From an optimization exercise on the open Yosys and OpenROAD flow, aimed at small area, a short achievable clock period and few clock cycles per item; shortcuts taken in it are not production practice.
RTL that was checked went through simulation tests only; none was proved equivalent to the original.

==> 06-20: inputs <==
Design axi_lite_slave_mem, start of the top module:
module axi_lite_slave_mem #(
    parameter int ADDR_WIDTH = 32,
    parameter int DATA_WIDTH = 32,
    parameter int DEPTH      = 32
) (
    input  logic                  s_axi_aclk,
    input  logic                  s_axi_areset,
    input  logic [ADDR_WIDTH-1:0] s_axi_awaddr,
    input  logic [2:0]            s_axi_awprot,
    input  logic                  s_axi_awvalid,
    output logic                  s_axi_awready,
    input  logic [DATA_WIDTH-1:0] s_axi_wdata,
    input  logic [3:0]            s_axi_wstrb,
    input  logic                  s_axi_wvalid,
    output logic                  s_axi_wready,
    output logic [1:0]            s_axi_bresp,
    output logic                  s_axi_bvalid,
    input  logic                  s_axi_bready,
    input  logic [ADDR_WIDTH-1:0] s_axi_araddr,
    input  logic [2:0]            s_axi_arprot,
    input  logic                  s_axi_arvalid,
    output logic                  s_axi_arready,
    output logic [DATA_WIDTH-1:0] s_axi_rdata,
    output logic [1:0]            s_axi_rresp,
    output logic                  s_axi_rvalid,
    input  logic                  s_axi_rready
);
Settings: LEC_CHECK=0, CAP_MARGIN=20, CORE_MARGIN=2, CORE_UTILIZATION=40, CTS_CLUSTER_DIAMETER=120, CTS_CLUSTER_SIZE=24, SETUP_SLACK_MARGIN=2.0, SLEW_MARGIN=20; clock period 4.0 ns.
standard.sh (not shown) runs the stock make flow with config.mk's settings and CLKGATE_MAP_FILE= SYNTH_SCRIPT=/design/flow/synth_recipe.tcl, a recipe that flattens the netlist after the stock synthesis.
==> flow/flow/run.sh <==
#!/bin/bash
# Own layout flow: the standard flow (standard.sh, unchanged synthesis, floorplan,
# power grid and tap cells), with plain buffers for the port buffers instead of the
# delay cells buffer_ports picks on its own.
set -euo pipefail
export BUFFER_PORTS_ARGS="-buffer_cell sky130_fd_sc_hd__buf_2"
bash standard.sh finish > flow_standard.log 2>&1
==> inputs of 09-27, as changes to 06-20 <==
==> flow/design.v (replaced) <==
package axi_lite_pkg;
    localparam int DATA_W = 32;
    localparam int STRB_W = 4;
    localparam logic [1:0] RESP_OKAY   = 2'b00;
    localparam logic [1:0] RESP_SLVERR = 2'b10;
endpackage
module axi_lite_regfile #(
    parameter int DEPTH = 32
) (
    input  logic              i_clk,
    input  logic              i_clr,                    
    input  logic [axi_lite_pkg::STRB_W-1:0] i_wen,       
    input  logic [3:0]        i_wsel_lo,                 
    input  logic [DEPTH/4-1:0] i_wsel_hi,                
    input  logic [axi_lite_pkg::DATA_W-1:0] i_wdata,
    input  logic [DEPTH-1:0]  i_rsel,                    
    output logic [axi_lite_pkg::DATA_W-1:0] o_rdata    
);
    logic [axi_lite_pkg::DATA_W-1:0] r_mem [DEPTH];
    logic [axi_lite_pkg::DATA_W-1:0] w_rd;
    always_ff @(posedge i_clk) begin
        for (int k = 0; k < DEPTH; k++) begin
            for (int n = 0; n < axi_lite_pkg::STRB_W; n++) begin
                if (i_clr || (i_wen[n] && i_wsel_lo[k % 4] && i_wsel_hi[k / 4])) begin
                    r_mem[k][8*n +: 8] <= i_wdata[8*n +: 8];
                end
            end
        end
    end
    for (genvar b = 0; b < axi_lite_pkg::DATA_W; b++) begin : g_rd
        logic [DEPTH/8-1:0] w_oct;         
        logic [1:0]         w_half_n;
        for (genvar g = 0; g < DEPTH/8; g++) begin : g_oct
            logic [7:0] w_d;
            for (genvar j = 0; j < 8; j++) begin : g_d
                assign w_d[j] = r_mem[8*g+j][b];
            end
            axi_lite_rd_oct u_oct (.i_s(i_rsel[8*g +: 8]), .i_d(w_d), .o_y(w_oct[g]));
        end
        for (genvar h = 0; h < 2; h++) begin : g_half
            axi_lite_rd_nor2 u_half (.i_a(w_oct[2*h +: 2]), .o_y(w_half_n[h]));
        end
        axi_lite_rd_nand2 u_bit (.i_a(w_half_n), .o_y(w_rd[b]));
    end
    assign o_rdata = w_rd;
endmodule
module axi_lite_rd_oct (
    input  logic [7:0] i_s,
    input  logic [7:0] i_d,
    output logic       o_y
);
    logic [3:0] w_pair_n;
    for (genvar p = 0; p < 4; p++) begin : g_pair
        assign w_pair_n[p] = ~((i_s[2*p] & i_d[2*p]) | (i_s[2*p+1] & i_d[2*p+1]));
    end
    assign o_y = ~&w_pair_n;
endmodule
module axi_lite_rd_nor2 (
    input  logic [1:0] i_a,
    output logic       o_y
);
    assign o_y = ~|i_a;
endmodule
module axi_lite_rd_nand2 (
    input  logic [1:0] i_a,
    output logic       o_y
);
    assign o_y = ~&i_a;
endmodule
module axi_lite_slave_mem #(
    parameter int ADDR_WIDTH = 32,
    parameter int DATA_WIDTH = 32,
    parameter int DEPTH      = 32
) (
    input  logic                  s_axi_aclk,
    input  logic                  s_axi_areset,
    input  logic [ADDR_WIDTH-1:0] s_axi_awaddr,
    input  logic [2:0]            s_axi_awprot,
    input  logic                  s_axi_awvalid,
    output logic                  s_axi_awready,
    input  logic [DATA_WIDTH-1:0] s_axi_wdata,
    input  logic [3:0]            s_axi_wstrb,
    input  logic                  s_axi_wvalid,
    output logic                  s_axi_wready,
    output logic [1:0]            s_axi_bresp,
    output logic                  s_axi_bvalid,
    input  logic                  s_axi_bready,
    input  logic [ADDR_WIDTH-1:0] s_axi_araddr,
    input  logic [2:0]            s_axi_arprot,
    input  logic                  s_axi_arvalid,
    output logic                  s_axi_arready,
    output logic [DATA_WIDTH-1:0] s_axi_rdata,
    output logic [1:0]            s_axi_rresp,
    output logic                  s_axi_rvalid,
    input  logic                  s_axi_rready
);
    localparam int IDX_W = (DEPTH > 1) ? $clog2(DEPTH) : 1;
    localparam int HI_N  = DEPTH / 4;
    localparam logic [ADDR_WIDTH-3:0] DEPTH_W = (ADDR_WIDTH-2)'(DEPTH);
    logic w_unused;
    assign w_unused = ^{s_axi_awprot, s_axi_arprot, s_axi_awaddr[1:0], s_axi_araddr[1:0]};
    logic                              r_awready, r_wready, r_arready, r_bvalid, r_rvalid;
    logic                              r_awready_n, r_wready_n, r_arready_n, r_bvalid_n, r_rvalid_n;
    logic                              w_awready, w_wready, w_arready, w_bvalid, w_rvalid;
    logic                              r_aw_v, r_aw_ok;
    logic [3:0]                        r_aw_lo;       
    logic [HI_N-1:0]                   r_aw_hi;       
    logic                              r_w_v;
    logic [axi_lite_pkg::DATA_W-1:0]   r_w_data;      
    logic                              r_clr;         
    logic [axi_lite_pkg::STRB_W-1:0]   r_w_strb;
    logic [axi_lite_pkg::STRB_W-1:0]   r_wen;         
    logic                              r_berr, r_bsk_v, r_bsk_err;
    logic                              r_ar0_old, r_ar1_old;  
    logic                              r_ar0_v, r_ar0_ok, r_ar1_v, r_ar1_ok;
    logic [DEPTH-1:0]                  r_ar0_sel;     
    logic [IDX_W-1:0]                  r_ar1_idx;
    logic                              r_rerr;
    logic [axi_lite_pkg::DATA_W-1:0]   r_rdata;
    logic [axi_lite_pkg::DATA_W-1:0]   w_rf_rdata;
    assign w_awready = ~r_awready_n;
    assign w_wready  = ~r_wready_n;
    assign w_arready = ~r_arready_n;
    assign w_bvalid  = ~r_bvalid_n;
    assign w_rvalid  = ~r_rvalid_n;
    logic w_aw_hs, w_ar_hs, w_commit, w_issue;
    assign w_aw_hs  = s_axi_awvalid & w_awready;
    assign w_ar_hs  = s_axi_arvalid & w_arready;
    assign w_commit = r_aw_v & r_w_v & ~r_bsk_v & ~r_ar0_old;
    assign w_issue  = r_ar0_v & (~w_rvalid | s_axi_rready);
    logic w_aw_in_ok, w_ar_in_ok;
    assign w_aw_in_ok = (s_axi_awaddr[ADDR_WIDTH-1:2] < DEPTH_W);
    assign w_ar_in_ok = (s_axi_araddr[ADDR_WIDTH-1:2] < DEPTH_W);
    logic w_aw_v_nxt, w_w_v_nxt, w_bsk_v_nxt, w_pair_old, w_pair_new, w_commit_nxt, w_aw_ok_nxt;
    logic w_ar0_v_nxt, w_ar1_v_nxt, w_ar_shift, w_ar0_old_nxt, w_ar1_old_nxt;
    logic [axi_lite_pkg::STRB_W-1:0] w_w_strb_nxt;
    assign w_aw_v_nxt = w_awready ? s_axi_awvalid : (r_aw_v & ~w_commit);
    assign w_w_v_nxt  = w_wready  ? s_axi_wvalid  : (r_w_v  & ~w_commit);
    assign w_bsk_v_nxt = r_bsk_v ? ~(w_bvalid & s_axi_bready) : (w_commit & w_bvalid & ~s_axi_bready);
    assign w_ar_shift = ~r_ar0_v | w_issue;
    assign w_pair_old = r_aw_v & r_w_v & ~w_commit;
    assign w_pair_new = w_aw_v_nxt & w_w_v_nxt & ~w_pair_old;
    always_comb begin
        if (w_pair_new) begin
            w_ar0_old_nxt = w_ar_shift ? r_ar1_v : 1'b1;
            w_ar1_old_nxt = w_ar_shift ? 1'b0 : r_ar1_v;
        end else if (w_pair_old) begin
            w_ar0_old_nxt = w_ar_shift ? r_ar1_old : r_ar0_old;
            w_ar1_old_nxt = w_ar_shift ? 1'b0 : r_ar1_old;
        end else begin
            w_ar0_old_nxt = 1'b0;
            w_ar1_old_nxt = 1'b0;
        end
    end
    assign w_commit_nxt = w_aw_v_nxt & w_w_v_nxt & ~w_bsk_v_nxt & ~w_ar0_old_nxt;
    assign w_aw_ok_nxt  = w_awready ? w_aw_in_ok : r_aw_ok;
    assign w_w_strb_nxt = w_wready ? s_axi_wstrb : r_w_strb;
    assign w_ar0_v_nxt = w_ar_shift ? (r_ar1_v | w_ar_hs) : 1'b1;
    assign w_ar1_v_nxt = w_ar_shift ? (r_ar1_v & w_ar_hs) : (r_ar1_v | w_ar_hs);
    always_ff @(posedge s_axi_aclk) begin
        if (w_awready) begin
            r_aw_ok <= w_aw_in_ok;
            for (int i = 0; i < 4; i++) begin
                r_aw_lo[i] <= s_axi_awaddr[3:2] == 2'(i);
            end
            for (int i = 0; i < HI_N; i++) begin
                r_aw_hi[i] <= w_aw_in_ok && s_axi_awaddr[IDX_W+1:4] == (IDX_W-2)'(i);
            end
        end
        if (w_wready) begin
            r_w_strb <= s_axi_wstrb;
        end
        r_clr <= s_axi_areset;
        if (w_commit & (~w_bvalid | s_axi_bready)) begin
            r_berr <= ~r_aw_ok;
        end else if (r_bsk_v & s_axi_bready) begin
            r_berr <= r_bsk_err;
        end
        if (w_commit) begin
            r_bsk_err <= ~r_aw_ok;
        end
    end
    always_ff @(posedge s_axi_aclk) begin
        if (s_axi_areset) begin
            r_aw_v    <= 1'b0;
            r_w_v     <= 1'b0;
            r_w_data  <= '0;
            r_awready   <= 1'b1;
            r_awready_n <= 1'b0;
            r_wready    <= 1'b1;
            r_wready_n  <= 1'b0;
            r_wen     <= '0;
            r_bvalid    <= 1'b0;
            r_bvalid_n  <= 1'b1;
            r_bsk_v   <= 1'b0;
            r_ar0_old <= 1'b0;
            r_ar1_old <= 1'b0;
        end else begin
            r_aw_v    <= w_aw_v_nxt;
            r_w_v     <= w_w_v_nxt;
            if (w_wready) begin
                r_w_data <= s_axi_wdata;
            end
            r_awready   <= ~w_aw_v_nxt | (w_w_v_nxt & ~w_bsk_v_nxt & ~w_ar0_old_nxt);
            r_awready_n <= ~(~w_aw_v_nxt | (w_w_v_nxt & ~w_bsk_v_nxt & ~w_ar0_old_nxt));
            r_wready    <= ~w_w_v_nxt  | (w_aw_v_nxt & ~w_bsk_v_nxt & ~w_ar0_old_nxt);
            r_wready_n  <= ~(~w_w_v_nxt  | (w_aw_v_nxt & ~w_bsk_v_nxt & ~w_ar0_old_nxt));
            r_wen     <= w_w_strb_nxt & {axi_lite_pkg::STRB_W{w_commit_nxt & w_aw_ok_nxt}};
            r_bvalid    <= r_bsk_v | w_commit | (w_bvalid & ~s_axi_bready);
            r_bvalid_n  <= ~(r_bsk_v | w_commit | (w_bvalid & ~s_axi_bready));
            r_bsk_v   <= w_bsk_v_nxt;
            r_ar0_old <= w_ar0_old_nxt;
            r_ar1_old <= w_ar1_old_nxt;
        end
    end
    logic [DEPTH-1:0] w_ar_in_sel, w_ar1_sel;
    always_comb begin
        for (int k = 0; k < DEPTH; k++) begin
            w_ar_in_sel[k] = w_ar_in_ok && s_axi_araddr[IDX_W+1:2] == IDX_W'(k);
            w_ar1_sel[k]   = r_ar1_ok && r_ar1_idx == IDX_W'(k);
        end
    end
    always_ff @(posedge s_axi_aclk) begin
        if (w_ar_shift) begin
            if (r_ar1_v) begin
                r_ar0_ok  <= r_ar1_ok;
                r_ar0_sel <= w_ar1_sel;
            end else begin
                r_ar0_ok  <= w_ar_in_ok;
                r_ar0_sel <= w_ar_in_sel;
            end
        end
        if (w_ar_hs) begin
            r_ar1_ok  <= w_ar_in_ok;
            r_ar1_idx <= s_axi_araddr[IDX_W+1:2];
        end
        if (w_issue) begin
            r_rerr <= ~r_ar0_ok;
        end
        if (~w_rvalid | s_axi_rready) begin
            r_rdata <= w_rf_rdata;
        end
    end
    always_ff @(posedge s_axi_aclk) begin
        if (s_axi_areset) begin
            r_ar0_v   <= 1'b0;
            r_ar1_v   <= 1'b0;
            r_arready   <= 1'b1;
            r_arready_n <= 1'b0;
            r_rvalid    <= 1'b0;
            r_rvalid_n  <= 1'b1;
        end else begin
            r_ar0_v   <= w_ar0_v_nxt;
            r_ar1_v   <= w_ar1_v_nxt;
            r_arready   <= ~(w_ar0_v_nxt & w_ar1_v_nxt);
            r_arready_n <= w_ar0_v_nxt & w_ar1_v_nxt;
            r_rvalid    <= w_issue | (w_rvalid & ~s_axi_rready);
            r_rvalid_n  <= ~(w_issue | (w_rvalid & ~s_axi_rready));
        end
    end
    axi_lite_regfile #(
        .DEPTH (DEPTH)
    ) u_regfile (
        .i_clk     (s_axi_aclk),
        .i_clr     (r_clr),
        .i_wen     (r_wen),
        .i_wsel_lo (r_aw_lo),
        .i_wsel_hi (r_aw_hi),
        .i_wdata   (r_w_data),
        .i_rsel    (r_ar0_sel),
        .o_rdata   (w_rf_rdata)
    );
    assign s_axi_awready = r_awready;
    assign s_axi_wready  = r_wready;
    assign s_axi_bvalid  = r_bvalid;
    assign s_axi_bresp   = r_berr ? axi_lite_pkg::RESP_SLVERR : axi_lite_pkg::RESP_OKAY;
    assign s_axi_arready = r_arready;
    assign s_axi_rvalid  = r_rvalid;
    assign s_axi_rresp   = r_rerr ? axi_lite_pkg::RESP_SLVERR : axi_lite_pkg::RESP_OKAY;
    assign s_axi_rdata   = r_rdata;
endmodule
--- a/flow/config.mk
+++ b/flow/config.mk
@@ -9,6 +9,7 @@
 export CORE_MARGIN = 2
 export CORE_UTILIZATION = 40
 export CTS_CLUSTER_DIAMETER = 120
 export CTS_CLUSTER_SIZE = 24
 export SETUP_SLACK_MARGIN = 2.0
 export SLEW_MARGIN = 20
+export SYNTH_HIERARCHICAL = 1
==> impl_results.md <==
* Status: no timing/DRC/antenna violations
* Post-Synthesis Cells at roughly 2.4k
* Crit path depth at 1
* Flop2flop setup slack at 2.01 ns
* Clock latency on the worst-skew pair at ~0.66 ns
-- figures above: 09-27

==> impl_results.md <==
* Status: no timing/DRC/antenna violations
* Clock latency on the worst-skew pair at ~0.67 ns
* Crit path depth at 6
* Placed Cells at 3812
* Post-Synthesis Cells at between 2k and 2.5k
* Cell area after synthesis at 42800 um^2
* Global-route wire length before repair at between 150 and 200 mm
* Crit path buffers/inverters at 3
* Flop2flop setup slack at between 1.5 and 2 ns
-- figures above: 06-20

Testbench counts of 09-27, summed over its fixed seeds: cycles 8,024, items 16,000.
Only the layout flow was run in 06-20; the RTL was not checked for function there.

[static timing again, ports no longer ideal]
No port has a modelled driver above. Below, the same layouts with a new extraction and two added sets of constraints.
Step 1: set_driving_cell puts a clkbuf_16 on s_axi_aclk and a buf_2 on each other input, an assumption about the parent block.
Step 2 also shifts input and output timing later by t, the mid clock arrival at the registers, as if the neighbouring blocks saw the same clock.
Three values: ideal, step 1, step 2; two values: the first two.
| run | shift t [ns] | setup slack, ns | worst setup path at the end | cell pins on the clock port's net |
|---|---|---|---|---|
| 06-20 | 0.723 | 1.782 / 1.782 / 1.411 | input to register | 1 |
| 09-27 | 0.716 | 1.984 / 1.913 / 1.610 | input to register | 1 |
After both steps every run listed still meets setup and hold. The setup slack of 09-27, which loses most, moves by -0.071 ns with the drivers and by -0.374 ns with both steps.
